From an optimization exercise on the open Yosys and OpenROAD flow, aimed at small area, a short achievable clock period and few clock cycles per item; shortcuts taken in it are not production practice. In this exercise RTL edits were held to simulation tests only and were not proved equivalent to the original. Power is estimated from default activity; no workload was simulated.

[config.mk]
export PLATFORM = sky130hd
export DESIGN_NAME = rational_arithmetic_unit
export DESIGN_NICKNAME = rational_arithmetic_unit
export VERILOG_FILES = /design/flow/design.v
export SDC_FILE = /design/flow/constraint.sdc
export NUM_CORES = 4
export LEC_CHECK = 0
export CAP_MARGIN = 20
export CORE_MARGIN = 2
export CORE_UTILIZATION = 40
export CTS_BUF_LIST = sky130_fd_sc_hd__clkbuf_8
export SETUP_SLACK_MARGIN = 3.0
export SLEW_MARGIN = 20
[constraint.sdc]
create_clock -name core_clock -period 7.0 [get_ports {clock}]
set_input_delay 1.4000 -clock core_clock [delete_from_list [all_inputs] [get_ports {clock}]]
set_output_delay 1.4000 -clock core_clock [all_outputs]
set_load 0.01 [all_outputs]
[design.v]
package rau_pkg;
   localparam int FIELD_BITS = 32;
   localparam int DEN_BITS   = 31;
   localparam logic [2:0] OP_NORM = 3'd0;
   localparam logic [2:0] OP_ADD  = 3'd1;
   localparam logic [2:0] OP_SUB  = 3'd2;
   localparam logic [2:0] OP_MUL  = 3'd3;
   localparam logic [2:0] OP_DIV  = 3'd4;
   localparam logic [2:0] OP_CMP  = 3'd5;
endpackage
module rau_shared_unit (
   input  logic        nz,
   input  logic        two,
   input  logic        neg,
   input  logic [33:0] mc,
   input  logic        mc_big,
   input  logic [32:0] mp,
   input  logic [35:0] acc,
   output logic [35:0] acc_next,
   output logic        nzbig,
   output logic [33:0] mc_next,
   output logic        mc_big_next,
   output logic [32:0] mp_next,
   output logic [2:0]  dig_next,
   output logic        last
);
   logic [35:0] pp;
   assign pp          = !nz ? 36'd0 : two ? {{1{mc[33]}}, mc, 1'b0} : {{2{mc[33]}}, mc};
   assign acc_next    = acc + (neg ? ~pp : pp) + {35'd0, neg};
   assign nzbig       = nz && mc_big;
   assign mc_next     = {mc[31:0], 2'b00};
   assign mc_big_next = mc_big || (mc[33:31] != {3{mc[33]}});
   assign mp_next     = {{2{mp[32]}}, mp[32:2]};
   assign dig_next    = mp[4:2];
   assign last        = (mp[32:2] == '0) || (mp[32:2] == '1);
endmodule
module rational_arithmetic_unit (
   input  logic        clock,
   input  logic        reset,
   input  logic        req_valid,
   output logic        req_ready,
   input  logic [2:0]  req_op,
   input  logic [31:0] req_a_num,
   input  logic [31:0] req_a_den,
   input  logic [31:0] req_b_num,
   input  logic [31:0] req_b_den,
   output logic        rsp_valid,
   input  logic        rsp_ready,
   output logic [31:0] rsp_res_num,
   output logic [30:0] rsp_res_den,
   output logic        rsp_less,
   output logic        rsp_greater,
   output logic        rsp_equal,
   output logic        rsp_zero_den,
   output logic        rsp_overflow
);
   localparam logic [2:0] M_IDLE = 3'd0;
   localparam logic [2:0] M_MUL1 = 3'd1;    
   localparam logic [2:0] M_MUL2 = 3'd2;    
   localparam logic [2:0] M_COMB = 3'd3;    
   localparam logic [2:0] M_MUL3 = 3'd4;    
   localparam logic [2:0] M_DONE = 3'd5;    
   logic        pre_ok_ff, pre_deq_ff, pre_eq_ff, pre_sw1_ff, pre_sw2_ff, pre_sw3_ff;
   logic [31:0] rx, ry;
   function automatic logic [7:0] sig8(input logic [31:0] x);
      logic [31:0] m;
      m = x ^ {32{x[31]}};
      for (int k = 0; k < 8; k++) sig8[k] = |m[4*k +: 4];
   endfunction
   function automatic logic smaller(input logic [31:0] x, input logic [31:0] y);
      smaller = sig8(y) > sig8(x);
   endfunction
   function automatic logic [2:0] booth(input logic [2:0] b, input logic inv);
      booth[2] = (b != 3'b000) && (b != 3'b111);
      booth[1] = (b == 3'b011) || (b == 3'b100);
      booth[0] = (b != 3'b000) && (b != 3'b111) && (b[2] ^ inv);
   endfunction
   logic accept;
   assign rx = req_a_num;
   assign ry = (req_op == rau_pkg::OP_MUL) ? req_b_num : req_b_den;
   always_ff @(posedge clock) begin
      pre_ok_ff  <= req_valid && !accept && !reset;
      pre_deq_ff <= (req_a_den == req_b_den);
      pre_eq_ff  <= (req_a_num == req_b_num) && (req_a_den == req_b_den);
      pre_sw1_ff <= smaller(rx, ry);
      pre_sw2_ff <= smaller(req_a_den, (req_op == rau_pkg::OP_MUL) ? req_b_den : req_b_num);
      pre_sw3_ff <= smaller(req_a_den, req_b_den);
   end
   logic [2:0]  ms_ff, ms_in;
   logic [2:0]  op_ff, op_in;
   logic        deq_ff, deq_in, sw2_ff, sw2_in, sw3_ff, sw3_in, meq_ff, meq_in, movf_ff, movf_in;
   logic [31:0] ad_ff, ad_in, bn_ff, bn_in, bd_ff, bd_in;
   logic [31:0] x_ff, x_in, y_ff, y_in;
   logic [33:0] mc_ff, mc_in;
   logic        mcb_ff, mcb_in;
   logic [32:0] mp_ff, mp_in;
   logic [2:0]  dig_ff, dig_in;       
   logic [3:0]  acch_ff, acch_in;     
   logic        accb_ff, accb_in;
   logic        mfirst_ff, mfirst_in;
   logic        chk_ff, chk_in;       
   logic        chkx_ff, chkx_in;     
   logic        bv_ff, bv_in;         
   logic [31:0] bx_ff, bx_in, by_ff, by_in;
   logic [2:0]  bop_ff, bop_in;
   logic        beq_ff, beq_in, bovf_ff, bovf_in, blt_ff, blt_in, bgt_ff, bgt_in;
   logic        bxz_ff, bxz_in, byz_ff, byz_in;
   logic        gs_ff, gs_in;         
   logic        out_vld_ff, out_vld_in;
   logic [31:0] u_ff, u_in, v_ff, v_in;
   logic [31:0] a_ff, a_in, b_ff, b_in, c_ff, c_in, d_ff, d_in;
   logic        sgn_ff, sgn_in;
   logic        lt_ff, lt_in, gt_ff, gt_in, eq_ff, eq_in, zd_ff, zd_in, ovf_ff, ovf_in;
   logic g_take, m_hand;
   assign g_take    = bv_ff && !gs_ff && (!out_vld_ff || rsp_ready);
   assign m_hand    = (ms_ff == M_DONE) && (!bv_ff || g_take);
   assign req_ready = pre_ok_ff && ((ms_ff == M_IDLE) || m_hand);
   assign accept    = req_valid && req_ready;
   wire is_addsub = (op_ff == rau_pkg::OP_ADD) || (op_ff == rau_pkg::OP_SUB);
   wire is_cmp    = (op_ff == rau_pkg::OP_CMP);
   logic        load;
   logic [31:0] opx, opy, mcand, mplier;
   logic        swap;
   always_comb begin
      opx = ad_ff;
      if (ms_ff == M_MUL1) begin
         opy  = (op_ff == rau_pkg::OP_MUL) ? bd_ff : bn_ff;
         swap = sw2_ff;
      end else begin
         opy  = bd_ff;
         swap = sw3_ff;
      end
   end
   assign mcand  = swap ? opy : opx;
   assign mplier = swap ? opx : opy;
   logic        in_x;        
   logic [35:0] acc_cur, acc_nx;
   logic [33:0] mc_nx;
   logic        nzbig, mcb_nx, m_last, accb_now;
   logic [32:0] mp_nx;
   logic [2:0]  dig_nx;
   assign in_x     = (ms_ff == M_MUL1) || (ms_ff == M_COMB);
   assign acc_cur  = mfirst_ff ? 36'd0
                   : (ms_ff == M_COMB) ? {{4{x_ff[31]}}, x_ff}
                   : {{2{acch_ff[1]}}, acch_ff[1:0], in_x ? x_ff : y_ff};
   assign accb_now = !mfirst_ff && (ms_ff != M_COMB)
                     && (accb_ff || (acch_ff[3:1] != {3{acch_ff[1]}}));
   rau_shared_unit u_mul (
      .nz         (dig_ff[2]),
      .two        (dig_ff[1]),
      .neg        (dig_ff[0]),
      .mc         (mc_ff),
      .mc_big     (mcb_ff),
      .mp         (mp_ff),
      .acc        (acc_cur),
      .acc_next   (acc_nx),
      .nzbig      (nzbig),
      .mc_next    (mc_nx),
      .mc_big_next(mcb_nx),
      .mp_next    (mp_nx),
      .dig_next   (dig_nx),
      .last       (m_last)
   );
   logic [33:0] chk_val;
   logic        chk_ovf, movf_all;
   assign chk_val  = {acch_ff[1:0], chkx_ff ? x_ff : y_ff};
   assign chk_ovf  = chk_ff && (accb_ff || (acch_ff[3:1] != {3{acch_ff[1]}})
                                || (chk_val[33:31] != {3{chk_val[31]}}));
   assign movf_all = movf_ff || chk_ovf;
   always_comb begin
      ms_in     = ms_ff;
      op_in     = op_ff;
      deq_in    = deq_ff;
      sw2_in    = sw2_ff;
      sw3_in    = sw3_ff;
      meq_in    = meq_ff;
      movf_in   = movf_all;
      ad_in     = ad_ff;
      bn_in     = bn_ff;
      bd_in     = bd_ff;
      x_in      = x_ff;
      y_in      = y_ff;
      mc_in     = mc_ff;
      mcb_in    = mcb_ff;
      mp_in     = mp_ff;
      dig_in    = dig_ff;
      acch_in   = acch_ff;
      accb_in   = accb_ff;
      mfirst_in = mfirst_ff;
      chk_in    = 1'b0;
      chkx_in   = chkx_ff;
      load      = 1'b0;
      bv_in     = bv_ff && !g_take;
      bx_in     = bx_ff;
      by_in     = by_ff;
      bop_in    = bop_ff;
      beq_in    = beq_ff;
      bovf_in   = bovf_ff;
      blt_in    = blt_ff;
      bgt_in    = bgt_ff;
      bxz_in    = bxz_ff;
      byz_in    = byz_ff;
      if (m_hand) begin
         ms_in   = M_IDLE;
         bv_in   = 1'b1;
         bx_in   = x_ff;
         by_in   = y_ff;
         bop_in  = op_ff;
         beq_in  = meq_ff;
         bovf_in = movf_all;
         blt_in  = acch_ff[1];
         bgt_in  = !acch_ff[1] && ({acch_ff[1:0], x_ff} != 34'd0);
         bxz_in  = (x_ff == 32'd0);
         byz_in  = (y_ff == 32'd0);
      end
      case (ms_ff)
         M_MUL1, M_MUL2, M_COMB, M_MUL3: begin
            mc_in     = mc_nx;
            mcb_in    = mcb_nx;
            mp_in     = mp_nx;
            dig_in    = booth(dig_nx, 1'b0);
            acch_in   = acc_nx[35:32];
            accb_in   = accb_now || nzbig;
            mfirst_in = 1'b0;
            if (in_x) begin
               x_in = acc_nx[31:0];
            end else begin
               y_in = acc_nx[31:0];
            end
            if (m_last) begin
               chk_in  = !(ms_ff == M_COMB && is_cmp);
               chkx_in = in_x;
               case (ms_ff)
                  M_MUL1: begin
                     if (deq_ff && is_addsub) begin
                        ms_in = M_DONE;
                     end else begin
                        load  = 1'b1;
                        ms_in = M_MUL2;
                     end
                  end
                  M_MUL2: begin
                     if (is_addsub || is_cmp) begin
                        mc_in     = {{2{acc_nx[31]}}, acc_nx[31:0]};
                        mcb_in    = 1'b0;
                        mp_in     = 33'd0;
                        dig_in    = {1'b1, 1'b0, (op_ff != rau_pkg::OP_ADD)};
                        mfirst_in = 1'b0;
                        ms_in     = M_COMB;
                     end else begin
                        ms_in = M_DONE;
                     end
                  end
                  M_COMB: begin
                     if (is_cmp) begin
                        ms_in = M_DONE;
                     end else begin
                        load  = 1'b1;
                        ms_in = M_MUL3;
                     end
                  end
                  default: ms_in = M_DONE;
               endcase
            end
         end
         default: ;
      endcase
      if (accept) begin
         op_in   = req_op;
         ad_in   = req_a_den;
         bn_in   = req_b_num;
         bd_in   = req_b_den;
         x_in    = req_a_num;
         y_in    = req_a_den;
         deq_in  = pre_deq_ff;
         sw2_in  = pre_sw2_ff;
         sw3_in  = pre_sw3_ff;
         meq_in  = (req_op == rau_pkg::OP_CMP) && pre_eq_ff;
         movf_in = 1'b0;
         mcb_in  = 1'b0;
         accb_in = 1'b0;
         case (req_op)
            rau_pkg::OP_ADD, rau_pkg::OP_SUB, rau_pkg::OP_MUL, rau_pkg::OP_DIV,
            rau_pkg::OP_CMP: begin
               ms_in = M_MUL1;
               if ((req_op == rau_pkg::OP_ADD || req_op == rau_pkg::OP_SUB) && pre_deq_ff) begin
                  mc_in     = {{2{req_b_num[31]}}, req_b_num};
                  mp_in     = 33'd0;
                  dig_in    = {1'b1, 1'b0, (req_op == rau_pkg::OP_SUB)};
                  acch_in   = {4{req_a_num[31]}};
                  mfirst_in = 1'b0;
               end else begin
                  mc_in     = pre_sw1_ff ? {{2{ry[31]}}, ry} : {{2{rx[31]}}, rx};
                  mp_in     = pre_sw1_ff ? {rx, 1'b0} : {ry, 1'b0};
                  dig_in    = booth(pre_sw1_ff ? {rx[1:0], 1'b0} : {ry[1:0], 1'b0}, 1'b0);
                  mfirst_in = 1'b1;
               end
            end
            default: ms_in = M_DONE;
         endcase
      end
      if (load) begin
         mc_in     = {{2{mcand[31]}}, mcand};
         mcb_in    = 1'b0;
         mp_in     = {mplier, 1'b0};
         dig_in    = booth({mplier[1:0], 1'b0}, 1'b0);
         mfirst_in = 1'b1;
      end
   end
   logic [32:0] d1, d2;
   logic [31:0] sab, scd, x_mag, y_mag;
   logic        uv_eq;
   assign d1    = {1'b0, u_ff} - {1'b0, v_ff};
   assign d2    = {1'b0, v_ff} - {1'b0, u_ff};
   assign sab   = a_ff + b_ff;
   assign scd   = c_ff + d_ff;
   assign uv_eq = (u_ff == v_ff);
   assign x_mag = bx_ff[31] ? -bx_ff : bx_ff;
   assign y_mag = by_ff[31] ? -by_ff : by_ff;
   logic        g_uodd, g_vodd, g_both, g_done, g_usel, g_vsel, g_shac, g_shbd, g_adda, g_addb;
   logic [31:0] g_x, g_u, g_v, g_a, g_b, g_c, g_d;
   logic [1:0]  g_t;          
   assign g_uodd = u_ff[0];
   assign g_vodd = v_ff[0];
   assign g_both = g_uodd && g_vodd;
   assign g_done = g_both && uv_eq;
   assign g_x    = g_both ? d1[31:0] : (!g_uodd && !g_vodd) ? (u_ff | v_ff)
                 : !g_uodd ? u_ff : v_ff;
   assign g_t    = g_x[1] ? 2'd0 : g_x[2] ? 2'd1 : g_x[3] ? 2'd2 : 2'd3;
   assign g_usel = g_both ? !d1[32] : !g_uodd;
   assign g_vsel = g_both ?  d1[32] : !g_vodd;
   assign g_shac = g_both ? !d1[32] : (!g_uodd && g_vodd);
   assign g_shbd = g_both ?  d1[32] : (g_uodd && !g_vodd);
   assign g_adda = g_both &&  d1[32];
   assign g_addb = g_both && !d1[32];
   assign g_u    = {1'b0, (g_both ? d1[31:1] : u_ff[31:1])} >> g_t;
   assign g_v    = {1'b0, (g_both ? d2[31:1] : v_ff[31:1])} >> g_t;
   assign g_a    = {a_ff[30:0], 1'b0} << g_t;
   assign g_b    = {b_ff[30:0], 1'b0} << g_t;
   assign g_c    = {c_ff[30:0], 1'b0} << g_t;
   assign g_d    = {d_ff[30:0], 1'b0} << g_t;
   always_comb begin
      gs_in      = gs_ff;
      out_vld_in = out_vld_ff && !rsp_ready;
      u_in       = u_ff;
      v_in       = v_ff;
      a_in       = a_ff;
      b_in       = b_ff;
      c_in       = c_ff;
      d_in       = d_ff;
      sgn_in     = sgn_ff;
      lt_in      = lt_ff;
      gt_in      = gt_ff;
      eq_in      = eq_ff;
      zd_in      = zd_ff;
      ovf_in     = ovf_ff;
      if (g_take) begin
         lt_in  = 1'b0;
         gt_in  = 1'b0;
         eq_in  = beq_ff;
         zd_in  = 1'b0;
         ovf_in = bovf_ff;
         a_in   = 32'd0;
         c_in   = 32'd1;
         case (bop_ff)
            rau_pkg::OP_CMP: begin
               lt_in      = blt_ff;
               gt_in      = bgt_ff;
               out_vld_in = 1'b1;
            end
            rau_pkg::OP_NORM, rau_pkg::OP_ADD, rau_pkg::OP_SUB, rau_pkg::OP_MUL,
            rau_pkg::OP_DIV: begin
               if (byz_ff) begin
                  a_in       = bx_ff;
                  zd_in      = 1'b1;
                  out_vld_in = 1'b1;
               end else if (bxz_ff) begin
                  out_vld_in = 1'b1;
               end else begin
                  sgn_in = bx_ff[31] ^ by_ff[31];
                  u_in   = x_mag;
                  v_in   = y_mag;
                  a_in   = (bx_ff[31] ^ by_ff[31]) ? '1 : 32'd1;
                  b_in   = 32'd0;
                  c_in   = 32'd0;
                  d_in   = 32'd1;
                  gs_in  = 1'b1;
               end
            end
            default: out_vld_in = 1'b1;
         endcase
      end else if (gs_ff) begin
         if (g_done) begin
            a_in       = sab;
            c_in       = scd[31] ? 32'h7fff_ffff : scd;
            ovf_in     = ovf_ff | (!sgn_ff && sab[31]) | scd[31];
            out_vld_in = 1'b1;
            gs_in      = 1'b0;
         end else begin
            if (g_usel) u_in = g_u;
            if (g_vsel) v_in = g_v;
            if (g_shac) begin
               a_in = g_a;
               c_in = g_c;
            end else if (g_adda) begin
               a_in = sab;
               c_in = scd;
            end
            if (g_shbd) begin
               b_in = g_b;
               d_in = g_d;
            end else if (g_addb) begin
               b_in = sab;
               d_in = scd;
            end
         end
      end
   end
   always_ff @(posedge clock) begin
      if (reset) begin
         ms_ff      <= M_IDLE;
         bv_ff      <= 1'b0;
         gs_ff      <= 1'b0;
         out_vld_ff <= 1'b0;
      end else begin
         ms_ff      <= ms_in;
         bv_ff      <= bv_in;
         gs_ff      <= gs_in;
         out_vld_ff <= out_vld_in;
      end
   end
   always_ff @(posedge clock) begin
      op_ff     <= op_in;
      deq_ff    <= deq_in;
      sw2_ff    <= sw2_in;
      sw3_ff    <= sw3_in;
      meq_ff    <= meq_in;
      movf_ff   <= movf_in;
      ad_ff     <= ad_in;
      bn_ff     <= bn_in;
      bd_ff     <= bd_in;
      x_ff      <= x_in;
      y_ff      <= y_in;
      mc_ff     <= mc_in;
      mcb_ff    <= mcb_in;
      mp_ff     <= mp_in;
      dig_ff    <= dig_in;
      acch_ff   <= acch_in;
      accb_ff   <= accb_in;
      mfirst_ff <= mfirst_in;
      chk_ff    <= chk_in;
      chkx_ff   <= chkx_in;
      bx_ff     <= bx_in;
      by_ff     <= by_in;
      bop_ff    <= bop_in;
      beq_ff    <= beq_in;
      bovf_ff   <= bovf_in;
      blt_ff    <= blt_in;
      bgt_ff    <= bgt_in;
      bxz_ff    <= bxz_in;
      byz_ff    <= byz_in;
      u_ff      <= u_in;
      v_ff      <= v_in;
      a_ff      <= a_in;
      b_ff      <= b_in;
      c_ff      <= c_in;
      d_ff      <= d_in;
      sgn_ff    <= sgn_in;
      lt_ff     <= lt_in;
      gt_ff     <= gt_in;
      eq_ff     <= eq_in;
      zd_ff     <= zd_in;
      ovf_ff    <= ovf_in;
   end
   assign rsp_valid    = out_vld_ff;
   assign rsp_res_num  = a_ff;
   assign rsp_res_den  = c_ff[30:0];
   assign rsp_less     = lt_ff;
   assign rsp_greater  = gt_ff;
   assign rsp_equal    = eq_ff;
   assign rsp_zero_den = zd_ff;
   assign rsp_overflow = ovf_ff;
endmodule
[run.sh]
#!/bin/bash
# synth_recipe.tcl (not shown) runs the flow's synth.tcl, then flattens the netlist and writes it again
# the make line also repeats each setting of config.mk as NAME=value (left out here)
make -C /OpenROAD-flow-scripts/flow DESIGN_CONFIG=/design/flow/config.mk WORK_HOME=/design/flow/orfs CLKGATE_MAP_FILE= SYNTH_SCRIPT=/design/flow/synth_recipe.tcl finish
==> impl_metrics.ini, run 1 <==
[setup_path]
r2r_slack_ns = 3.01
critPathMaxStageDelay_ns = 0.29
crit_family = buffers and inverters
crit_buf_inv = 2
cp_max_fo = 3
cp.arrival_ns = 2.61
required_ns = 5.60
crit_chain = dlygate4sd2_1 -> nor2b_1 -> o21ai_2 -> a21o_1 -> and2_1 -> buf_4
critPathKind = in2out
critPathLaunchType = input port
cp-end-kind = output port
critPathSlowestCell = dlygate4sd2_1
reg2regPathDepth = 10
crit_cells = 6

[synthesis]
synth.area.top_cells = edfxtp_1 (31%), nand2_1 (7.6%), ha_1 (5.7%)
synth_enable_flop_cells = 439
synth_cells = 5062
ys.flop_type = edfxtp_1
yosys_register_bits = 528
yosys.area.top_type_share = 0.313
ys_seq_area_frac = 0.356
synthArstFlopShare = 0
synth_cell_type_count = 80
syn-num-nets = 5392
netlist_area_mm2 = 0.0421
yosysTopAreaCell = edfxtp_1
yosysWarnings = 1
syn_area_per_cell_um2 = 8.31

[cells_and_area]
fin_nets = 5441
syn2layout_area_growth_pct = 14.2
final_common_cell = nand2_1
stdcell_area_mm2 = 0.0480
largest_reg_flops = 34
top_register = mc_ff
drive_gt1_frac = 0.0801
final_util = 0.462
final_cell_mix = nand2_1 (842), a21oi_1 (458), edfxtp_1 (439), nor2_1 (322), o21ai_0 (311)

[floorplan]
rows = 118
dieHeight_um = 328
io_pins = 205
start_util = 0.405
die_w_um = 328
die_area_mm2 = 0.108
core_area_mm2 = 0.104

[job]
drv_cap = 0

[clock_network]
insertion_delay_ns = 0.78
root_buffer = clkbuf_8
cts_max_level = 3
cts_hold_buf = 0
cts_tree = yes
cts.sinks = 528
cts_buffer_depth = 3
cts_buffers = 101
clk_pin_slew_ns = 0.06

[power]
combPwrFrac = 0.431
ir_worst_vdd_v = 0.000227
sequentialPowerShare = 0.341
clock_power_share = 0.229
p_switching_mw = 5.62
p_int_mw = 8.37
leakage_nw = 18.5
power_density_mw_per_mm2 = 291
swShare = 0.402

[global_routing]
track_usage = 0.293
grt_pass1_vias = 37900
grt_max_degree = 93
antenna_found_initial = 3
grt_overflow_total = 0
grt_first_pass_wirelength_um = 243000

[route]
routed_wl_um = 164000
drt_pre_antenna_iters = 6
drtIter0Drc = 4465
ant_nets = 0
via_per_inst = 6.12
wl_per_cell_um = 24.9
drc = 0
dr_total_vias = 40300

[timing]
setup_ws_ns = 2.99
worst_slew_pin_slew_ns = 1.06
setup_viol = 0
relSlewSlack = 0.285
tns_ns = 0
fin_crit_sh = 0.573
max_freq_ghz = 0.250
fin_hold_ws_ns = 0.405
finalMaxSlewViolations = 0
rsz0062_at_grt = true
skew_ns = 0.0647
hold_viol_final = 0
post-route-min-period_ns = 4.01

[placed_design]
gp_congestion = 1.00
dpl_cell_area_mm2 = 0.0451
post-place-ws_ns = 1.61
portBuffers = 204
place.detailed.hpwl_um = 117000

[outcome]
status = finished clean

[hold_path]
hold_depth = 0
min_path_type = reg2reg
## power groups by stage
stage,Combinational (mW),Clock [mW],Sequential [mW]
4_1_cts,5.78,3.24,4.74
3_3_place_gp,5.64,0,4.80
6_report,6.03,3.20,4.77
5_1_grt,6.59,3.35,4.81
2_1_floorplan,4.28,0,4.49
3_5_place_dp,5.67,0,4.81
## routing by layer
metal | wire, um | global-route usage | share of wire | vias to the layer above
met1 | 69000 | 0.396 | 0.42 | 19300
met5 | 0 | 0 | 0 | -
met2 | 75200 | 0.472 | 0.46 | 1894
met3 | 12600 | 0.0364 | 0.077 | 326
li1 | - | - | - | 18800
met4 | 6950 | 0.124 | 0.042 | 0
## per-stage QoR
stage | instances | power [mW]
3_5_place_dp | 6358 | 10.5
5_1_grt | 6578 | 14.8
4_1_cts | 6564 | 13.8
3_3_place_gp | 6358 | 10.4
6_report | 6578 | 14.0
2_1_floorplan | 5062 | 8.78
## worst register-to-register path, cell delays in order, from the launching register on
cell	delay, ns
dfxtp_1	0.60
nand4_1	0.14
nor4_1	0.93
a21oi_1	0.16
buf_4	0.24
nor2_4	0.71
buf_4	0.36
nor2_1	0.13
a22o_1	0.23
a221oi_1	0.30
a21oi_1	0.06
## timing repair
| action | 4_1_cts | 5_1_grt |
|---|---|---|
| resized for setup | 59 | 73 |
| pin swaps | 7 | 5 |
| endpoints found under the setup margin | 366 | 170 |
| buffers inserted | 9 | 10 |
| gates cloned | 9 | 2 |
## area by class of cell
cell class,count,area [um2]
Clock inverter,78,519
Fill cell,10300,55900
Tap cell,1380,1730
Timing Repair Buffer,295,3000
Clock buffer,110,1510
Inverter,129,503
Sequential cell,528,15000
Multi-Input combinational cell,4056,25800
Antenna cell,2,5.00
## synthesized netlist by cell type, types with 16 or more instances
library cell	n
nand2_1	848
a21oi_1	466
edfxtp_1	439
nor2_1	330
o21ai_0	317
clkbuf_1	274
nand3_1	205
ha_1	191
xnor2_1	182
mux2i_1	173
inv_1	125
a211oi_1	115
xor2_1	109
a21o_1	95
dfxtp_1	89
nor3_1	81
a31oi_1	78
nand4_1	65
o211ai_1	59
and3_1	54
nor4_1	54
nor2b_1	50
mux2_2	42
or4_1	39
nand2b_1	38
a221oi_1	37
o21a_1	36
buf_1	35
o22ai_1	35
buf_4	34
o31ai_1	32
and2_1	27
or3_1	24
a221o_1	23
o21bai_1	23
a22oi_1	20
o221ai_1	16
## kinds of logic (layout without fill, tap and decap cells)
kind of cell / after synthesis / after routing / share of synthesized area
simple gates: 1879 / 1885 / 0.205
xor+xnor: 291 / 291 / 0.0606
fa+ha+maj: 195 / 195 / 0.0587
other cells: 0 / 2 / 0
buf+inv: 487 / 612 / 0.0469
flops: 528 / 528 / 0.356
mux: 222 / 222 / 0.0561
compound gates: 1460 / 1463 / 0.217
## final timing paths
| path | start | endpoint |
|---|---|---|
| setup / recovery | rsp_ready | req_ready |
| hold / removal | pre_sw2_ff | sw2_ff |
| setup reg to reg | mp_ff[3] | mp_ff[30] |
| hold reg to reg | pre_sw2_ff | sw2_ff |
Testbench counts, summed over its fixed seeds: cycles 32,227, items 2,400.
==> inputs of run 2 (changes only) <==
--- a/design.v
+++ b/design.v
@@ -88,8 +88,7 @@
    end
    logic [2:0]  ms_ff, ms_in;
    logic [2:0]  op_ff, op_in;
-   logic        deq_ff, deq_in, sw2_ff, sw2_in, sw3_ff, sw3_in, meq_ff, meq_in, movf_ff, movf_in;
-   logic [31:0] ad_ff, ad_in, bn_ff, bn_in, bd_ff, bd_in;
+   logic        meq_ff, meq_in, movf_ff, movf_in;
    logic [31:0] x_ff, x_in, y_ff, y_in;
    logic [33:0] mc_ff, mc_in;
    logic        mcb_ff, mcb_in;
@@ -111,10 +110,11 @@
    logic [31:0] a_ff, a_in, b_ff, b_in, c_ff, c_in, d_ff, d_in;
    logic        sgn_ff, sgn_in;
    logic        lt_ff, lt_in, gt_ff, gt_in, eq_ff, eq_in, zd_ff, zd_in, ovf_ff, ovf_in;
-   logic g_take, m_hand;
+   logic g_take, m_hand, start;
    assign g_take    = bv_ff && !gs_ff && (!out_vld_ff || rsp_ready);
    assign m_hand    = (ms_ff == M_DONE) && (!bv_ff || g_take);
-   assign req_ready = pre_ok_ff && ((ms_ff == M_IDLE) || m_hand);
+   assign start     = (ms_ff == M_IDLE) && req_valid && pre_ok_ff;
+   assign req_ready = m_hand;
    assign accept    = req_valid && req_ready;
    wire is_addsub = (op_ff == rau_pkg::OP_ADD) || (op_ff == rau_pkg::OP_SUB);
    wire is_cmp    = (op_ff == rau_pkg::OP_CMP);
@@ -122,13 +122,13 @@
    logic [31:0] opx, opy, mcand, mplier;
    logic        swap;
    always_comb begin
-      opx = ad_ff;
+      opx = req_a_den;
       if (ms_ff == M_MUL1) begin
-         opy  = (op_ff == rau_pkg::OP_MUL) ? bd_ff : bn_ff;
-         swap = sw2_ff;
+         opy  = (op_ff == rau_pkg::OP_MUL) ? req_b_den : req_b_num;
+         swap = pre_sw2_ff;
       end else begin
-         opy  = bd_ff;
-         swap = sw3_ff;
+         opy  = req_b_den;
+         swap = pre_sw3_ff;
       end
    end
    assign mcand  = swap ? opy : opx;
@@ -170,14 +170,8 @@
    always_comb begin
       ms_in     = ms_ff;
       op_in     = op_ff;
-      deq_in    = deq_ff;
-      sw2_in    = sw2_ff;
-      sw3_in    = sw3_ff;
       meq_in    = meq_ff;
       movf_in   = movf_all;
-      ad_in     = ad_ff;
-      bn_in     = bn_ff;
-      bd_in     = bd_ff;
       x_in      = x_ff;
       y_in      = y_ff;
       mc_in     = mc_ff;
@@ -232,7 +226,7 @@
                chkx_in = in_x;
                case (ms_ff)
                   M_MUL1: begin
-                     if (deq_ff && is_addsub) begin
+                     if (pre_deq_ff && is_addsub) begin
                         ms_in = M_DONE;
                      end else begin
                         load  = 1'b1;
@@ -265,16 +259,10 @@
          end
          default: ;
       endcase
-      if (accept) begin
+      if (start) begin
          op_in   = req_op;
-         ad_in   = req_a_den;
-         bn_in   = req_b_num;
-         bd_in   = req_b_den;
          x_in    = req_a_num;
          y_in    = req_a_den;
-         deq_in  = pre_deq_ff;
-         sw2_in  = pre_sw2_ff;
-         sw3_in  = pre_sw3_ff;
          meq_in  = (req_op == rau_pkg::OP_CMP) && pre_eq_ff;
          movf_in = 1'b0;
          mcb_in  = 1'b0;
@@ -431,14 +419,8 @@
    end
    always_ff @(posedge clock) begin
       op_ff     <= op_in;
-      deq_ff    <= deq_in;
-      sw2_ff    <= sw2_in;
-      sw3_ff    <= sw3_in;
       meq_ff    <= meq_in;
       movf_ff   <= movf_in;
-      ad_ff     <= ad_in;
-      bn_ff     <= bn_in;
-      bd_ff     <= bd_in;
       x_ff      <= x_in;
       y_ff      <= y_in;
       mc_ff     <= mc_in;
==> impl_metrics.ini, run 2 <==
[setup_path]
crit_chain = clkdlybuf4s15_2 -> nor2b_1 -> or3b_4 -> a21oi_4 -> buf_12 -> buf_4
cp_max_fo = 2
reg2regPathDepth = 12
cp.arrival_ns = 2.58
critPathKind = in2out
r2r-end = u_ff[23]
critPathLaunchType = input port
crit_buf_inv = 3
cp-end-kind = output port
r2r_slack_ns = 3.03
required_ns = 5.60
crit_family = simple AND/OR/NAND/NOR gates
critPathMaxStageDelay_ns = 0.44
r2r_start = v_ff[1]
critPathSlowestCell = or3b_4

[timing]
worst_slew_pin_slew_ns = 1.07
finalMaxSlewViolations = 0
setup_ws_ns = 3.02
fin_crit_sh = 0.568
setup_viol = 0
post-route-min-period_ns = 3.98
max_freq_ghz = 0.251
rsz0062_at_grt = true
skew_ns = 0.0426
hold_viol_final = 0
relSlewSlack = 0.288
tns_ns = 0

[cells_and_area]
fin_nets = 5194
final_common_cell = nand2_1
drive_gt1_frac = 0.0911
largest_reg_flops = 34
fillers = 9541
top_register = mc_ff
final_cell_mix = nand2_1 (661), a21oi_1 (491), nor2_1 (400), edfxtp_1 (340), o21ai_0 (244)
syn2layout_area_growth_pct = 14.2
fin_cells = 6209

[power]
ir_worst_vdd_v = 0.000221
leakage_nw = 17.3
power_density_mw_per_mm2 = 294
total_power_mw = 13.1

[job]
drv_cap = 0

[route]
wl_per_cell_um = 24.2
via_per_inst = 6.21
routed_wl_um = 150000
drt_pre_antenna_iters = 6
drtIter0Drc = 4104
drc = 0
dr_total_vias = 38600
ant_nets = 0

[clock_network]
cts_buffers = 83
cts_buffer_depth = 3
root_buffer = clkbuf_8
insertion_delay_ns = 0.73
cts_max_level = 3
clk_pin_slew_ns = 0.06
cts.sinks = 429
cts_tree = yes
cts_hold_buf = 0

[synthesis]
syn-num-nets = 5140
yosysTopAreaCell = edfxtp_1
ys.flop_type = edfxtp_1
synth_most_common_cell = nand2_1
syn_area_per_cell_um2 = 8.10
netlist_area_mm2 = 0.0389
yosys_register_bits = 429
ys_seq_area_frac = 0.308
synth_cells = 4810
synth.area.top_cells = edfxtp_1 (26%), a21oi_1 (6.4%), nand2_1 (6.4%)
synth_cell_type_count = 84
yosys-top-cells-count = nand2_1 (667), a21oi_1 (501), nor2_1 (407), edfxtp_1 (340), o21ai_0 (257)
synthArstFlopShare = 0
yosys.area.top_type_share = 0.262
yosysWarnings = 1
synth_enable_flop_cells = 340

[global_routing]
grt_max_degree = 91
grt_overflow_total = 0
grt_first_pass_wirelength_um = 225000
grt_use_met2 = 0.467
busiest_layer = met2
antenna_found_initial = 2
grt.met3_usage = 0.0379
grtUsageMet1 = 0.396
grt_pass1_vias = 36000
track_usage = 0.291

[placed_design]
post-place-ws_ns = 1.92
place_inst = 6017
gp_congestion = 0.955
portBuffers = 204
place.detailed.hpwl_um = 111000

[hold_path]
hold_end = beq_ff
hold_depth = 0
min_path_type = reg2reg
min_from = meq_ff

[floorplan]
io_pins = 205
start_util = 0.403
rows = 114
dieHeight_um = 316
die_w_um = 316
core_area_mm2 = 0.0966
die_area_mm2 = 0.0999

[outcome]
status = finished clean
[run 2: worst max path at each step]
| stage | start | end | slack, ns | cells after the start |
|---|---|---|---|---|
| after global routing | a_ff[10] | ovf_ff | 2.89 | 11 |
| after detailed placement | req_op[1] | pre_sw1_ff | 1.92 | 16 |
| after floorplan | rsp_ready | req_ready | 2.32 | 4 |
| final | rsp_ready | req_ready | 3.02 | 6 |
| after CTS | ms_ff[0] | mc_ff[26] | 2.99 | 16 |
| after global placement | req_op[1] | pre_sw1_ff | 1.86 | 16 |
[run 2: what timing repair did]
item                                   in CTS  in global routing
endpoints found under the hold margin       0                  0
pin swaps                                  12                 12
gates resized for setup                    70                 73
setup endpoints to repair                 427                335
setup buffers                              18                 15
cloned                                      3                  2
[run 2: cells by family after synthesis]
family / Yosys count / synth area share
muxes: 242 / 0.0712
AOI/OAI and AO/OA: 1456 / 0.237
and+or+nand+nor: 1720 / 0.204
xor gates and xnor gates: 293 / 0.0659
buffers and inverters: 475 / 0.0504
DFF: 429 / 0.308
adders and majority gates: 195 / 0.0634
[run 2: final cells by class]
cell class                 instances  area, um2  share of cell area
multi-input combinational       3907      25600               0.576
sequential                       429      12000               0.270
timing repair buffer             322       3170              0.0714
tap                             1276       1600              0.0359
clock buffer                      90       1240              0.0278
inverter                         120        469              0.0105
clock inverter                    62        379             0.00852
timing repair inverter             1       5.00            0.000113
antenna                            2       5.00            0.000113
[run 2: power breakdown]
group	internal [mW]	switching (mW)
clock	1.31	1.25
sequential	3.57	0.560
combinational	2.65	3.75
total	7.53	5.55
[run 2: layer usage]
| layer | wire length (um) | vias to the layer above | part of all wire |
|---|---|---|---|
| met5 | 0 | - | 0 |
| met4 | 6280 | 0 | 0.042 |
| met3 | 11700 | 292 | 0.078 |
| met2 | 68200 | 1809 | 0.45 |
| met1 | 64100 | 18400 | 0.43 |
| li1 | - | 18000 | - |
[run 2: metrics by stage]
| stage | instance area [um2] | utilization | hold WS [ns] |
|---|---|---|---|
| finish | 44500 | 0.461 | 0.439 |
| global route | 44500 | 0.461 | 0.442 |
| CTS | 44000 | 0.456 | 0.447 |
| detailed placement | 42000 | 0.435 | 0.434 |
| global placement | 42000 | 0.435 | 0.439 |
| floorplan | 39000 | - | 0.400 |
Testbench counts of run 2, summed over its fixed seeds: cycles 33,368, items 2,400.
==> inputs of run 3 (changes only) <==
--- a/design.v
+++ b/design.v
@@ -89,6 +89,8 @@
    logic [2:0]  ms_ff, ms_in;
    logic [2:0]  op_ff, op_in;
    logic        meq_ff, meq_in, movf_ff, movf_in;
+   logic        deq_ff, deq_in;       
+   logic        tkn_ff, tkn_in;       
    logic [31:0] x_ff, x_in, y_ff, y_in;
    logic [33:0] mc_ff, mc_in;
    logic        mcb_ff, mcb_in;
@@ -113,8 +115,11 @@
    logic g_take, m_hand, start;
    assign g_take    = bv_ff && !gs_ff && (!out_vld_ff || rsp_ready);
    assign m_hand    = (ms_ff == M_DONE) && (!bv_ff || g_take);
-   assign start     = (ms_ff == M_IDLE) && req_valid && pre_ok_ff;
-   assign req_ready = m_hand;
+   assign start     = req_valid && pre_ok_ff && ((ms_ff == M_IDLE) || (m_hand && tkn_ff));
+   assign req_ready = !tkn_ff && ((ms_ff == M_MUL1 && deq_ff && is_addsub)
+                                  || (ms_ff == M_MUL2 && !is_addsub)
+                                  || (ms_ff == M_COMB && is_cmp)
+                                  || (ms_ff == M_MUL3) || (ms_ff == M_DONE));
    assign accept    = req_valid && req_ready;
    wire is_addsub = (op_ff == rau_pkg::OP_ADD) || (op_ff == rau_pkg::OP_SUB);
    wire is_cmp    = (op_ff == rau_pkg::OP_CMP);
@@ -171,6 +176,8 @@
       ms_in     = ms_ff;
       op_in     = op_ff;
       meq_in    = meq_ff;
+      deq_in    = deq_ff;
+      tkn_in    = tkn_ff || accept;
       movf_in   = movf_all;
       x_in      = x_ff;
       y_in      = y_ff;
@@ -226,7 +233,7 @@
                chkx_in = in_x;
                case (ms_ff)
                   M_MUL1: begin
-                     if (pre_deq_ff && is_addsub) begin
+                     if (deq_ff && is_addsub) begin
                         ms_in = M_DONE;
                      end else begin
                         load  = 1'b1;
@@ -261,6 +268,8 @@
       endcase
       if (start) begin
          op_in   = req_op;
+         deq_in  = pre_deq_ff;
+         tkn_in  = 1'b0;
          x_in    = req_a_num;
          y_in    = req_a_den;
          meq_in  = (req_op == rau_pkg::OP_CMP) && pre_eq_ff;
@@ -407,11 +416,13 @@
    always_ff @(posedge clock) begin
       if (reset) begin
          ms_ff      <= M_IDLE;
+         tkn_ff     <= 1'b0;
          bv_ff      <= 1'b0;
          gs_ff      <= 1'b0;
          out_vld_ff <= 1'b0;
       end else begin
          ms_ff      <= ms_in;
+         tkn_ff     <= tkn_in;
          bv_ff      <= bv_in;
          gs_ff      <= gs_in;
          out_vld_ff <= out_vld_in;
@@ -420,6 +431,7 @@
    always_ff @(posedge clock) begin
       op_ff     <= op_in;
       meq_ff    <= meq_in;
+      deq_ff    <= deq_in;
       movf_ff   <= movf_in;
       x_ff      <= x_in;
       y_ff      <= y_in;
--- a/config.mk
+++ b/config.mk
@@ -9,5 +9,5 @@
 export CORE_MARGIN = 2
 export CORE_UTILIZATION = 40
 export CTS_BUF_LIST = sky130_fd_sc_hd__clkbuf_8
-export SETUP_SLACK_MARGIN = 3.0
+export SETUP_SLACK_MARGIN = 3.4
 export SLEW_MARGIN = 20
==> impl_metrics.ini, run 3 <==
[synthesis]
synth_cells = 4888
syn_area_per_cell_um2 = 7.93
synth.area.top_cells = edfxtp_1 (26%), nand2_1 (7.0%), a21oi_1 (6.5%)
ys.flop_type = edfxtp_1
synth_compound_area_frac = 0.229
synth_cell_type_count = 84
yosys-top-cells-count = nand2_1 (724), a21oi_1 (507), nor2_1 (397), edfxtp_1 (341), o21ai_0 (292)
synthArstFlopShare = 0
yosysWarnings = 1
yosys.area.top_type_share = 0.264
yosys_register_bits = 431
yosys.area_share.simple = 0.212
netlist_area_mm2 = 0.0388
synth_mux_area_frac = 0.0677
ys_seq_area_frac = 0.311
syn-num-nets = 5218
synth_most_common_cell = nand2_1
yosysTopAreaCell = edfxtp_1
synth_top_family_by_area = compound AO/OA/AOI/OAI gates
synthAdderAreaFrac = 0.0637
synth_enable_flop_cells = 341
synthXorXnorAreaFrac = 0.0671

[placed_design]
post-place-ws_ns = 1.83
place.detailed.hpwl_um = 105000
portBuffers = 204
gp_congestion = 0.999

[route]
drt-met1-wl_um = 62600
drc = 0
via_per_inst = 6.09
ant_nets = 0
routed_wl_um = 153000
wl_met3_um = 11100
dr_total_vias = 39200
top_layer_used = met4
drt_pre_antenna_iters = 8
drtIter0Drc = 3971
wl_per_cell_um = 23.8
wl_met2_um = 71400

[setup_path]
r2r_slack_ns = 3.24
crit_buf_inv = 2
cpMostUsedCell = nor2_4
required_ns = 7.47
crit_end = y_ff[30]
crit_family = simple AND/OR/NAND/NOR gates
crit_cells = 17
critPathSlowestCell = or4_4
reg2regPathDepth = 17
critPathLaunchType = flop
cp.arrival_ns = 4.23
r2r-end = y_ff[30]
startpoint = dig_ff[1]
critPathMaxStageDelay_ns = 0.43
crit_chain = buf_12 -> buf_16 -> mux2_4 -> nand2_4 -> xnor2_2 -> ha_1 -> and3_4 -> nand3_4 -> nand4bb_4 -> a21oi_4 -> nor2_4 -> or4_4 -> a41oi_2 -> o21a_2 -> nor2_4 -> and2_4 -> a21o_1
critPathKind = reg2reg
r2r_start = dig_ff[1]
cp_max_fo = 7
cp-end-kind = flop

[power]
power_density_mw_per_mm2 = 310
p_int_mw = 8.57
combPwrFrac = 0.536
p_switching_mw = 6.16
swShare = 0.418
clock_power_share = 0.183
leakage_nw = 18.7
ir_worst_vdd_v = 0.000305
total_power_mw = 14.7
sequentialPowerShare = 0.281

[cells_and_area]
top_register = mc_ff
largest_reg_flops = 34
fillers = 9341
final_common_cell = nand2_1
syn2layout_area_growth_pct = 22.5
final_cell_mix = nand2_1 (705), a21oi_1 (472), nor2_1 (378), edfxtp_1 (341), o21ai_0 (256)
final_util = 0.493
drive_gt1_frac = 0.147
fin_nets = 5415

[timing]
skew_ns = 0.0491
rsz0062_at_grt = true
setup_viol = 0
post-route-min-period_ns = 3.76
max_freq_ghz = 0.266
fin_crit_sh = 0.537
hold_viol_final = 0
tns_ns = 0
relSlewSlack = 0.235
finalMaxSlewViolations = 0
worst_slew_pin_slew_ns = 1.15
setup_ws_ns = 3.24

[clock_network]
cts_max_level = 3
cts_buffers = 85
root_buffer = clkbuf_8
clk_pin_slew_ns = 0.06
cts_buffer_depth = 3
cts.sinks = 431
insertion_delay_ns = 0.75
cts_tree = yes

[global_routing]
track_usage = 0.290
grt_max_degree = 97
grt_first_pass_wirelength_um = 225000
grt_overflow_total = 0
grt_pass1_vias = 36600
antenna_found_initial = 2

[outcome]
status = finished clean

[hold_path]
hold_depth = 0
min_path_type = reg2reg
min_from = beq_ff

[floorplan]
die_w_um = 315
start_util = 0.402
die_area_mm2 = 0.0995
dieHeight_um = 315
io_pins = 205
core_area_mm2 = 0.0964
rows = 114

[job]
drv_cap = 0
[run 3: cell types whose count changed after synthesis, moves of 14 or more]
cell | before | now
o211ai_1 | 65 | 51
nand2_1 | 667 | 724
nand2b_1 | 19 | 39
o221ai_1 | 42 | 12
buf_2 | 23 | 9
mux4_2 | 23 | 6
mux2i_1 | 169 | 205
a2111oi_0 | 27 | 4
o21ai_0 | 257 | 292
[run 3: cells by family (layout without fill, tap and decap cells)]
kind of cell,Yosys count,in the layout
adder cells (fa/ha/maj),195,195
XOR/XNOR,297,297
buffers and inverters,486,743
multiplexers,250,251
AND/OR/NAND/NOR,1784,1791
other,0,5
AO/OA/AOI/OAI,1445,1448
flip-flops,431,431
[run 3: power groups by stage]
stage                     clock, mW  sequential (mW)  combinational, mW
after floorplan                   0             3.86               4.43
after global placement            0             4.13               5.66
after detailed placement          0             4.14               5.69
after CTS                      2.73             4.11               6.72
after global routing           2.84             4.18               8.50
final                          2.70             4.13               7.90
[run 3: metrics by stage]
stage,area (um2),std cells,hold slack [ns]
6_report,47500,6437,0.422
3_3_place_gp,41800,6080,0.411
4_1_cts,45700,6344,0.422
2_1_floorplan,39100,4888,0.400
3_5_place_dp,41800,6080,0.415
5_1_grt,47500,6437,0.432
[run 3: worst min path at each step]
stage               slack (ns)     end
finish                    0.42   eq_ff
global route              0.43   eq_ff
CTS                       0.42   eq_ff
detailed placement        0.41   eq_ff
global placement          0.41   eq_ff
floorplan                 0.40  beq_ff
[run 3: routing by layer]
layer | GRT usage | up-vias
met3 | 0.0371 | 341
met5 | 0 | -
met4 | 0.143 | 0
met1 | 0.376 | 18600
li1 | - | 18400
met2 | 0.479 | 1881
[run 3: worst register-to-register path, cell delays in order (launching register included)]
cell and delay, ns:
dfxtp_4 0.38, buf_12 0.13, buf_16 0.13, mux2_4 0.31, nand2_4 0.08, xnor2_2 0.07
ha_1 0.33, and3_4 0.22, nand3_4 0.07, nand4bb_4 0.24, a21oi_4 0.22, nor2_4 0.06
or4_4 0.43, a41oi_2 0.20, o21a_2 0.26, nor2_4 0.07, and2_4 0.17, a21o_1 0.15
[run 3: layout make-up]
cell class | instances | area, um2 | area share
antenna | 5 | 12.5 | 0.000263
clock buffer | 96 | 1320 | 0.0278
clock inverter | 62 | 408 | 0.00859
inverter | 132 | 524 | 0.0110
multi-input combinational | 3982 | 27000 | 0.569
sequential | 431 | 12100 | 0.254
tap | 1276 | 1600 | 0.0336
timing repair buffer | 453 | 4560 | 0.0960
[run 3: timing repair]
action,CTS,global route
hold endpoints to repair,0,0
resized for setup,286,223
hold buffers,0,0
setup buffers,90,82
pin swaps,82,105
gates cloned,16,6
setup endpoints to repair,464,393
Testbench counts of run 3, summed over its fixed seeds: cycles 32,307, items 2,400.
==> inputs of run 4 (changes only) <==
--- a/config.mk
+++ b/config.mk
@@ -9,5 +9,5 @@
 export CORE_MARGIN = 2
 export CORE_UTILIZATION = 40
 export CTS_BUF_LIST = sky130_fd_sc_hd__clkbuf_8
-export SETUP_SLACK_MARGIN = 3.4
+export SETUP_SLACK_MARGIN = 3.0
 export SLEW_MARGIN = 20
==> impl_metrics.ini, run 4 <==
[outcome]
status = finished clean

[synthesis]
ys_seq_area_frac = 0.311
netlist_area_mm2 = 0.0388
synth_most_common_cell = nand2_1
synthArstFlopShare = 0
synth_cells = 4888
synth_mux_area_frac = 0.0677
synthXorXnorAreaFrac = 0.0671
yosysTopAreaCell = edfxtp_1
yosys_register_bits = 431
yosys.area_share.simple = 0.212
yosys.area.top_type_share = 0.264
ys.flop_type = edfxtp_1
yosysWarnings = 1
synth_top_family_by_area = compound AO/OA/AOI/OAI gates
synth_enable_flop_cells = 341
syn_area_per_cell_um2 = 7.93
syn-num-nets = 5218
synth_cell_type_count = 84
synthAdderAreaFrac = 0.0637
synth.area.top_cells = edfxtp_1 (26%), nand2_1 (7.0%), a21oi_1 (6.5%)
synth_compound_area_frac = 0.229
yosys-top-cells-count = nand2_1 (724), a21oi_1 (507), nor2_1 (397), edfxtp_1 (341), o21ai_0 (292)

[hold_path]
hold_end = eq_ff
hold_depth = 0
min_path_type = reg2reg
min_from = beq_ff

[route]
drc = 0
drt_pre_antenna_iters = 8
dr_total_vias = 38000
wl_per_cell_um = 23.1
drtIter0Drc = 3749
via_per_inst = 6.03
ant_nets = 0
routed_wl_um = 145000

[timing]
relSlewSlack = 0.288
worst_slew_pin_slew_ns = 1.06
tns_ns = 0
max_freq_ghz = 0.258
hold_viol_final = 0
skew_ns = 0.0346
fin_crit_sh = 0.554
fin_hold_ws_ns = 0.434
rsz0062_at_grt = true
finalMaxSlewViolations = 0
setup_viol = 0
post-route-min-period_ns = 3.88

[global_routing]
grt_first_pass_wirelength_um = 220000
track_usage = 0.284
grt_overflow_total = 0
grt_max_degree = 127
antenna_found_initial = 2
grt_pass1_vias = 36200

[setup_path]
critPathSlowestCell = clkdlybuf4s50_1
crit_family = compound AO/OA/AOI/OAI gates
cpMostUsedCell = a21oi_1
r2r_slack_ns = 3.14
critPathLaunchType = input port
critPathKind = in2reg
cp.arrival_ns = 4.48
required_ns = 7.60
crit_chain = clkdlybuf4s50_1 -> or4_1 -> o21ai_1 -> ha_1 -> nor2b_1 -> o21a_1 -> o21ai_0 -> nand2b_1 -> a21oi_1 -> nor2_1 -> a211oi_1 -> a21oi_1
startpoint = req_a_den[6]
reg2regPathDepth = 17
crit_buf_inv = 1
cp_max_fo = 6
r2r_start = mfirst_ff
cp-end-kind = flop
critPathMaxStageDelay_ns = 0.60
r2r-end = y_ff[28]

[floorplan]
io_pins = 205
die_w_um = 315
rows = 114
dieHeight_um = 315
die_area_mm2 = 0.0995
start_util = 0.402
core_area_mm2 = 0.0964

[cells_and_area]
final_common_cell = nand2_1
final_util = 0.460
final_cell_mix = nand2_1 (719), a21oi_1 (495), nor2_1 (391), edfxtp_1 (341), o21ai_0 (277)
fillers = 9705
top_register = mc_ff
drive_gt1_frac = 0.0838
largest_reg_flops = 34
syn2layout_area_growth_pct = 14.5
fin_nets = 5281
fin_cells = 6293

[clock_network]
cts_buffers = 84
insertion_delay_ns = 0.73
cts_max_level = 3
cts_hold_buf = 0
root_buffer = clkbuf_8
cts_tree = yes
cts.sinks = 431
clk_pin_slew_ns = 0.06
cts_buffer_depth = 3

[power]
leakage_nw = 17.4
ir_worst_vdd_v = 0.000226
power_density_mw_per_mm2 = 292

[placed_design]
place_inst = 6087
portBuffers = 204
place.detailed.hpwl_um = 106000
gp_congestion = 0.962

[job]
drv_cap = 0
[run 4: cell types whose count changed in the layout (fill, tap and decap cells not counted), sizes merged, moves of 3 or more]
cell and change:
dlymetal6s2s -8, clkbuf -7, bufbuf -3, buf -126, clkinv -3, clkdlybuf4s50 +11
[run 4: report_power, final]
| group | total [mW] | internal, mW | switching [mW] | leakage [nW] |
|---|---|---|---|---|
| clock | 2.55 | 1.34 | 1.21 | 0.910 |
| sequential | 4.11 | 3.57 | 0.545 | 3.84 |
| combinational | 6.31 | 2.64 | 3.67 | 12.7 |
[run 4: per-stage QoR]
| stage | setup slack [ns] | power (mW) | area, um2 |
|---|---|---|---|
| 6_report | 3.12 | 13.0 | 44400 |
| 3_5_place_dp | 1.80 | 9.86 | 41800 |
| 2_1_floorplan | 3.00 | 8.26 | 38900 |
| 4_1_cts | 3.00 | 12.7 | 43900 |
| 5_1_grt | 2.98 | 13.8 | 44400 |
| 3_3_place_gp | 1.83 | 9.81 | 41800 |
[run 4: layout make-up]
| class | count | area (um2) | area share |
|---|---|---|---|
| multi-input combinational | 3978 | 25500 | 0.573 |
| inverter | 132 | 510 | 0.0115 |
| antenna | 5 | 12.5 | 0.000282 |
| clock inverter | 56 | 348 | 0.00783 |
| tap | 1276 | 1600 | 0.0360 |
| clock buffer | 91 | 1250 | 0.0282 |
| timing repair buffer | 324 | 3170 | 0.0713 |
| sequential | 431 | 12100 | 0.272 |
[run 4: worst register-to-register path, stage by stage (launching register included)]
cell and delay, ns:
dfxtp_1 0.44, buf_4 0.27, nand2b_1 0.15, o21ai_2 0.08
nand2_1 0.07, nand2_1 0.09, fa_1 0.49, a211oi_2 0.31
o21ai_2 0.13, nand4bb_4 0.15, a21oi_4 0.07, nor2_2 0.23
o31ai_1 0.13, a21o_1 0.22, nand3_1 0.12, mux2i_1 0.34
nor2_1 0.10, a21o_1 0.21
[run 4: layer usage]
metal | part of all wire | vias to the layer above | global-route usage
li1 | - | 18100 | -
met1 | 0.41 | 18000 | 0.373
met2 | 0.47 | 1673 | 0.469
met3 | 0.071 | 296 | 0.0300
met4 | 0.049 | 0 | 0.131
met5 | 0 | - | 0
[run 4: worst max path at each step]
| stage | end | slack [ns] | depth (start not counted) |
|---|---|---|---|
| 2_1_floorplan | pre_sw1_ff | 3.00 | 17 |
| 3_3_place_gp | pre_sw1_ff | 1.83 | 16 |
| 3_5_place_dp | pre_sw1_ff | 1.80 | 16 |
| 4_1_cts | b_ff[15] | 3.00 | 12 |
| 5_1_grt | u_ff[24] | 2.98 | 13 |
| 6_report | pre_sw3_ff | 3.12 | 12 |
[run 4: cells by family (layout without fill, tap and decap cells)]
kind of cell | Yosys count | after routing
xor+xnor | 297 | 297
buf+inv | 486 | 603
simple gates | 1784 | 1790
flops | 431 | 431
other cells | 0 | 5
mux | 250 | 250
compound gates | 1445 | 1446
fa+ha+maj | 195 | 195
[run 4: what timing repair did]
action / 4_1_cts / 5_1_grt
cloned: 6 / 3
setup endpoints to repair: 384 / 238
resized for setup: 67 / 75
pin swaps: 16 / 16
setup buffers: 26 / 19
==> inputs of run 5 (changes only) <==
--- a/config.mk
+++ b/config.mk
@@ -9,5 +9,5 @@
 export CORE_MARGIN = 2
 export CORE_UTILIZATION = 40
 export CTS_BUF_LIST = sky130_fd_sc_hd__clkbuf_8
-export SETUP_SLACK_MARGIN = 3.0
+export SETUP_SLACK_MARGIN = 3.2
 export SLEW_MARGIN = 20
==> impl_metrics.ini, run 5 <==
[synthesis]
yosys.area.top_type_share = 0.264
netlist_area_mm2 = 0.0388
synth_enable_flop_cells = 341
synth.area.top_cells = edfxtp_1 (26%), nand2_1 (7.0%), a21oi_1 (6.5%)
yosysTopAreaCell = edfxtp_1
synth_cells = 4888
synth_most_common_cell = nand2_1
yosys_register_bits = 431
syn-num-nets = 5218
yosys-top-cells-count = nand2_1 (724), a21oi_1 (507), nor2_1 (397), edfxtp_1 (341), o21ai_0 (292)
yosysWarnings = 1
syn_area_per_cell_um2 = 7.93
synthArstFlopShare = 0
synth_cell_type_count = 84
ys.flop_type = edfxtp_1
ys_seq_area_frac = 0.311

[route]
via_per_inst = 6.03
drc = 0
ant_nets = 0
drt-met1-wl_um = 61400
wl_met2_um = 68000
top_layer_used = met4
dr_total_vias = 38400
drt_pre_antenna_iters = 5
drtIter0Drc = 3904
wl_per_cell_um = 23.0
routed_wl_um = 147000
wl_met3_um = 10500

[timing]
setup_ws_ns = 3.21
tns_ns = 0
rsz0062_at_grt = true
fin_hold_ws_ns = 0.452
hold_viol_final = 0
fin_crit_sh = 0.541
skew_ns = 0.0534
worst_slew_pin_slew_ns = 1.10
relSlewSlack = 0.262
max_freq_ghz = 0.264
setup_viol = 0
post-route-min-period_ns = 3.79
finalMaxSlewViolations = 0

[placed_design]
place_inst = 6091
gp_congestion = 0.967
post-place-ws_ns = 1.98
place.detailed.hpwl_um = 105000
dpl_cell_area_mm2 = 0.0419
portBuffers = 204

[setup_path]
crit_end = pre_sw1_ff
r2r_slack_ns = 3.22
crit_chain = clkdlybuf4s50_1 -> mux2i_1 -> buf_6 -> or4_1 -> nor2_1 -> a31oi_1 -> ha_1 -> nor2b_1 -> o21a_1 -> o21ai_1 -> nand2b_1 -> a21oi_1 -> nor2_1 -> a211oi_1 -> a21oi_1
crit_cells = 15
critPathLaunchType = input port
critPathKind = in2reg
critPathMaxStageDelay_ns = 0.77
cp-end-kind = flop
crit_buf_inv = 2
required_ns = 7.61
r2r_start = ms_ff[2]
cp_max_fo = 7
crit_family = buffers and inverters
reg2regPathDepth = 21
cp.arrival_ns = 4.39
r2r-end = mc_ff[33]
critPathSlowestCell = clkdlybuf4s50_1
startpoint = req_b_num[31]

[cells_and_area]
regArea_mm2 = 0.0121
final_cell_mix = nand2_1 (715), a21oi_1 (491), nor2_1 (389), edfxtp_1 (341), o21ai_0 (270)
largest_reg_flops = 34
drive_gt1_frac = 0.105
syn2layout_area_growth_pct = 17.1
fin_cells = 6359
stdcell_area_mm2 = 0.0454
fillers = 9651
final_common_cell = nand2_1
fin_nets = 5341
top_register = mc_ff
multi_input_area_mm2 = 0.0258

[global_routing]
grt_overflow_total = 0
grt_pass1_vias = 35700
antenna_found_initial = 1
grt_max_degree = 101
grt_first_pass_wirelength_um = 219000
track_usage = 0.283

[clock_network]
insertion_delay_ns = 0.75
cts_max_level = 3
clk_pin_slew_ns = 0.06
cts_buffers = 86
cts_hold_buf = 0
cts_tree = yes
cts.sinks = 431
cts_buffer_depth = 3
root_buffer = clkbuf_8

[floorplan]
start_util = 0.402
core_area_mm2 = 0.0964
die_area_mm2 = 0.0995
die_w_um = 315
rows = 114
io_pins = 205
dieHeight_um = 315

[outcome]
status = finished clean

[hold_path]
min_path_type = reg2reg

[power]
power_density_mw_per_mm2 = 302
ir_worst_vdd_v = 0.000243
leakage_nw = 17.9

[job]
drv_cap = 0
[run 5: changes by cell type in the layout (fill, tap and decap cells not counted), moves of 5 or more]
| cell | previous run | this run |
|---|---|---|
| buf_12 | 11 | 20 |
| buf_4 | 98 | 143 |
| clkdlybuf4s50_1 | 200 | 195 |
| ha_1 | 181 | 176 |
| ha_2 | 7 | 12 |
| o21ai_0 | 277 | 270 |
| xnor2_1 | 182 | 177 |
[run 5: worst reg2reg max path: cells and delay by family, from the launching register on]
family	cells	cell delay, ns
AO/OA/AOI/OAI	9	1.50
XOR/XNOR	1	0.17
adder cells (fa/ha/maj)	1	0.35
buffers and inverters	6	0.87
flip-flops	1	0.35
AND/OR/NAND/NOR	4	0.50
[run 5: kinds of logic after synthesis]
group,after synthesis,synth area share
AO/OA/AOI/OAI,1445,0.229
adder cells (fa/ha/maj),195,0.0637
multiplexers,250,0.0677
XOR/XNOR,297,0.0671
AND/OR/NAND/NOR,1784,0.212
flip-flops,431,0.311
buffers and inverters,486,0.0503
[run 5: cell type report]
cell class              instances  share of cell area
diodes                          5            0.000276
clock buffers                  91              0.0276
clock inverters                64              0.0101
inverters                     132              0.0113
multi-input cells            3982               0.569
flip-flops and latches        431               0.266
well taps                    1276              0.0352
repair buffers                378              0.0811
[run 5: worst min-delay path by stage]
stage / from / slack, ns / end / cells after the start
2_1_floorplan: meq_ff / 0.40 / beq_ff / 0
3_3_place_gp: y_ff[27] / 0.47 / by_ff[27] / 0
3_5_place_dp: beq_ff / 0.46 / eq_ff / 0
4_1_cts: meq_ff / 0.47 / beq_ff / 0
5_1_grt: beq_ff / 0.47 / eq_ff / 0
6_report: beq_ff / 0.45 / eq_ff / 0
[run 5: metrics by stage]
| stage | util | total power, mW |
|---|---|---|
| after floorplan | - | 8.26 |
| after global placement | 0.434 | 9.93 |
| after detailed placement | 0.434 | 9.92 |
| after CTS | 0.463 | 13.1 |
| after global routing | 0.471 | 14.5 |
| final | 0.471 | 13.7 |
[run 5: power by group]
part / switching [mW] / internal [mW]
Clock: 1.25 / 1.43
Sequential: 0.572 / 3.57
Combinational: 3.95 / 2.94
Total: 5.77 / 7.95
[run 5: metal layers]
metal,up-vias,global-route usage
met5,-,0
met2,1690,0.465
met1,18200,0.376
met4,0,0.122
met3,283,0.0323
li1,18200,-
[run 5: timing repair]
| action | 4_1_cts | 5_1_grt |
|---|---|---|
| endpoints found under the hold margin | 0 | 0 |
| gates cloned | 10 | 3 |
| buffers inserted | 58 | 37 |
| gates resized for setup | 116 | 120 |
| setup endpoints to repair | 435 | 242 |
| pin swaps | 29 | 43 |

==> static timing again, ports no longer ideal <==
The flow's constraints put no driver on any port. The routed layouts listed below were extracted and timed again, unchanged, in two steps.
Step 1 sets driving cells, clkbuf_16 on the clock port and buf_2 on the other inputs (assumed; they add their load-dependent delay and slew).
Step 2 adds t to the input delays and takes it off the output delays; t is the mean of the earliest and latest rising clock arrival at the registers after step 1. Input paths then give back, and output paths get back, about the clock's delay inside the block.
a / b / c = ideal / step 1 / step 2; a / b = the first two.
| run | shift t [ns] | slack for setup (ns) | latest minus earliest clock arrival (ns) | cell pins on the clock port's net |
|---|---|---|---|---|
| run 1 | 0.824 | 2.992 / 2.969 / 2.377 | 0.069 / 0.070 | 1 |
| run 2 | 0.774 | 3.021 / 2.994 / 2.339 | 0.044 / 0.043 | 1 |
| run 3 | 0.800 | 3.240 / 3.240 / 2.606 | 0.050 / 0.051 | 1 |
| run 4 | 0.786 | 3.120 / 3.081 / 2.385 | 0.035 / 0.035 | 1 |
| run 5 | 0.796 | 3.215 / 3.218 / 2.461 | 0.053 / 0.053 | 1 |
After both steps every run listed still meets setup and hold. For run 5, which loses most, drivers alone change the setup slack by +0.003 ns; drivers and shift together by -0.754 ns.
